This is an optimization exercise on Yosys and OpenROAD, whose aim is small area, a short achievable clock period and few clock cycles per item, not a production implementation. RTL that was checked went through simulation tests only; none was proved equivalent to the original. Power and IR drop assume default switching activity.

v35:
==> flow/design.v (excerpt) <==
module entropy_decode_top #(
	parameter int MEM_LATENCY = 2
) (
	input  logic Clock,
	input  logic Resetn,
	input  logic start,
	input  logic q_select,
	output logic [entropy_pkg::ADDR_W-1:0] mem_addr,
	output logic mem_rd,
	input  logic [entropy_pkg::WORD_W-1:0] mem_data,
	output logic block_ready,
	input  logic [entropy_pkg::IDX_W-1:0] rd_addr,
	output logic [entropy_pkg::COEF_W-1:0] rd_data
);
make LEC_CHECK=0 ABC_AREA=1 CAP_MARGIN=20 CORE_MARGIN=2 CORE_UTILIZATION=55 CTS_BUF_LIST='sky130_fd_sc_hd__clkbuf_8 sky130_fd_sc_hd__clkbuf_16' CTS_CLUSTER_DIAMETER=120 CTS_CLUSTER_SIZE=25 SETUP_SLACK_MARGIN=3.3 SLEW_MARGIN=20 finish   # period 6.5 ns
run.sh (not shown) runs the stock make flow with config.mk's settings and CLKGATE_MAP_FILE= SYNTH_SCRIPT=/design/flow/synth_recipe.tcl, a recipe that flattens the netlist after the stock synthesis.
Edits applied to the flow inputs when going from v35 to v52:
Settings: SETUP_SLACK_MARGIN changed from 3.3 to 3.6.
[summary]
- Amount of wire on met3 after detailed routing: v52 > v35
- Fraction of power consumed by combinational cells was higher in v52 than in v35.
- Diff v35 and v52: worst hold slack higher in v52
Input-level comparison between v53 and v52:
Settings: CTS_CLUSTER_DIAMETER now 150, was 120; SETUP_SLACK_MARGIN now 3.0, was 3.6; CTS_CLUSTER_SIZE now 30, was 25.
- Delta (v53 minus v52): slew of the pin with the lowest slew margin picked up an extra 0.25 ns; placed wire-length estimate after detailed placement increased by about 4.4% relative to the old numbers; worst clock skew on the final layout grew by 0.0083 ns.
- Higher worst stage delay on the critical path was reported by v53, not v52.
- Changes observed in v53 relative to v52: per-cell via count in the routed design fell by 0.86%, power consumption saw a decrease.
- v53 went all the way through the flow, and no timing, DRC or antenna check failed.
- Delta(final standard cell count with taps included and fillers excluded, v53 - v52) < 0
- Comparing v53 against v52, there is no change at all in number of inverters outside the clock class in the layout.
- Taking v52 as 1.0, v53 lands at 0.868 on fmax.
> inputs changed (v53 -> v15)
Settings: swapping sky130_fd_sc_hd__clkbuf_8 sky130_fd_sc_hd__clkbuf_16 for sky130_fd_sc_hd__clkbuf_4 sky130_fd_sc_hd__clkbuf_8 in CTS_BUF_LIST; clearing CTS_CLUSTER_DIAMETER, which used to be 150.
Notes after the runs:
- Summary — total power, v15 relative to v53: higher, by 9.5%.
- v15 vs v53 — number of antenna violations at the first check in global routing rose 1.
- The final layout from v15, which completed every stage, passed the timing, design-rule and antenna checks at the end of the flow.
- v53 has a lower met3 layer wire length in the routed design than v15.
- Area growth from synthesis to layout (v15 over v53): increase, 4.5 points
No run of this note included a check of the RTL's function; only the layout flow was run.


tundra:
Another version of the RTL of entropy_decode_top (not shown whole).
Size: about 3300 cells after synthesis, about 740 flip-flops, ~62 I/O pins, ~33000 sq um of cells after synthesis.
## entropy_decode_top
module entropy_decode_top #(
	parameter int MEM_LATENCY = 2
) (
	input  logic Clock,
	input  logic Resetn,
	input  logic start,
	input  logic q_select,
	output logic [entropy_pkg::ADDR_W-1:0] mem_addr,
	output logic mem_rd,
	input  logic [entropy_pkg::WORD_W-1:0] mem_data,
	output logic block_ready,
	input  logic [entropy_pkg::IDX_W-1:0] rd_addr,
	output logic [entropy_pkg::COEF_W-1:0] rd_data
);
make LEC_CHECK=0 ABC_AREA=1 CAP_MARGIN=20 CORE_MARGIN=2 CORE_UTILIZATION=55 CTS_BUF_LIST='sky130_fd_sc_hd__clkbuf_8 sky130_fd_sc_hd__clkbuf_16' CTS_CLUSTER_DIAMETER=120 CTS_CLUSTER_SIZE=30 PLACE_DENSITY=0.72 SETUP_SLACK_MARGIN=3.7 SLEW_MARGIN=20 finish   # period 6.5 ns
Testbench counts of tundra, summed over its fixed seeds: cycles 24,934, blocks 320.
For harbor, these inputs were changed with respect to tundra:
- changing SETUP_SLACK_MARGIN from 3.7 to 3.6
Notes after the runs:
tundra and harbor ended up with nearly the same post-placement cell area. Relative to tundra, peak fanout along the critical path has gone down in harbor. The multi-input combinational cell count was comparable across tundra and harbor. Compared tundra against harbor; minimum setup slack among reg-to-reg paths within noise. Diff tundra -> harbor: count of non-CTS inverters in the layout fell by about 1.5%, fraction of final layout cells with drive strength greater than 1 fell by 0.58 points, clock network power share stayed essentially flat, count of buffers not belonging to the clock network in the layout rose by 15. Setup slack (higher): tundra.
Here is what was changed in the inputs of cedar compared with harbor.
- removing PLACE_DENSITY (formerly 0.72)
- changing CTS_CLUSTER_SIZE from 30 to 25
- changing SETUP_SLACK_MARGIN from 3.6 to 3.7
## What came out
cedar: all stages complete, timing, DRC and antenna checks passed. cedar vs harbor on share of cell area taken by multi-input logic gates: cedar is the higher one. Total stage count of the critical path was lower in the run labelled harbor. Looking only at clock network fraction of total power, and setting everything else aside, the higher value of harbor and cedar goes to cedar. On worst hold slack across all endpoints, cedar does worse than harbor. Looking at final worst-path setup slack, cedar sits 0.094 ns higher than harbor does. Relative to harbor, the non-filler instance count after layout of cedar is higher by 0.85%. Cell area | cedar vs harbor | cedar larger. Delta (cedar minus harbor): fraction of power spent switching nets saw little to no change, global routing met3 resource utilization saw a decrease. Fraction of layout cells with a size suffix above 1 sits higher in cedar than in harbor.
Changes in onyx relative to cedar:
- changing SETUP_SLACK_MARGIN from 3.7 to 3.6
[summary]
- onyx does worse than cedar on shortest clock period the worst path allows after layout.
- Wire: onyx routes less than cedar
- Compared to cedar, onyx has number of antenna violations at the first check in global routing 1 lower.
- Cmp onyx and cedar / via count / lower: onyx
- Taking cedar as the reference point, the routability congestion estimate from global placement of onyx rises by 3.0%.
- Row part of the power in combinational logic: onyx lower / cedar higher
- onyx vs cedar, count of buffers added by post-CTS timing repair for setup went down by 45%.
- onyx reports its startpoint of the most critical setup path as start while cedar reports rd_addr[2].
- There was hardly any difference in power density of the placed cells between cedar and onyx.
- Comparing onyx and cedar, total power is lower on onyx.

static timing again, ports no longer ideal:
The flow's constraints put no driver on any port. The routed layouts listed below were extracted and timed again, unchanged, in two steps.
Step 1 sets driving cells, clkbuf_16 on the clock port and buf_2 on the other inputs (assumed; they add their load-dependent delay and slew).
Step 2, shift: input delay + t, output delay - t, t = (earliest + latest rising clock arrival at the registers) / 2. This alone moves slack from input paths to output paths.
Slacks: ideal ports / drivers / drivers and shift; pairs: ideal ports / drivers.
| run | shift t [ns] | setup WS [ns] | worst setup path after step 2 | latest minus earliest clock arrival (ns) | slew at the worst register clock pin (ns) |
|---|---|---|---|---|---|
| v35 | 0.661 | 3.189 / 3.189 / 2.721 | input to register | 0.028 / 0.027 | 0.10 / 0.10 |
| v52 | 0.648 | 3.533 / 3.549 / 2.901 | input to register | 0.036 / 0.036 | 0.10 / 0.10 |
| v53 | 0.688 | 3.083 / 3.128 / 2.441 | input to register | 0.041 / 0.041 | 0.12 / 0.12 |
| v15 | 0.780 | 3.179 / 3.208 / 2.428 | input to register | 0.038 / 0.039 | 0.07 / 0.07 |
| tundra | 0.697 | 3.658 / 3.600 / 2.903 | input to register | 0.054 / 0.054 | 0.12 / 0.12 |
| harbor | 0.712 | 3.605 / 3.548 / 2.932 | input to register | 0.047 / 0.048 | 0.12 / 0.12 |
| cedar | 0.656 | 3.699 / 3.655 / 2.999 | input to register | 0.044 / 0.044 | 0.10 / 0.10 |
| onyx | 0.655 | 3.599 / 3.577 / 2.955 | input to register | 0.029 / 0.028 | 0.10 / 0.10 |
After both steps setup and hold are still met in every run listed. The setup slack of tundra, which loses most, moves by -0.058 ns with the drivers and by -0.755 ns with both steps.
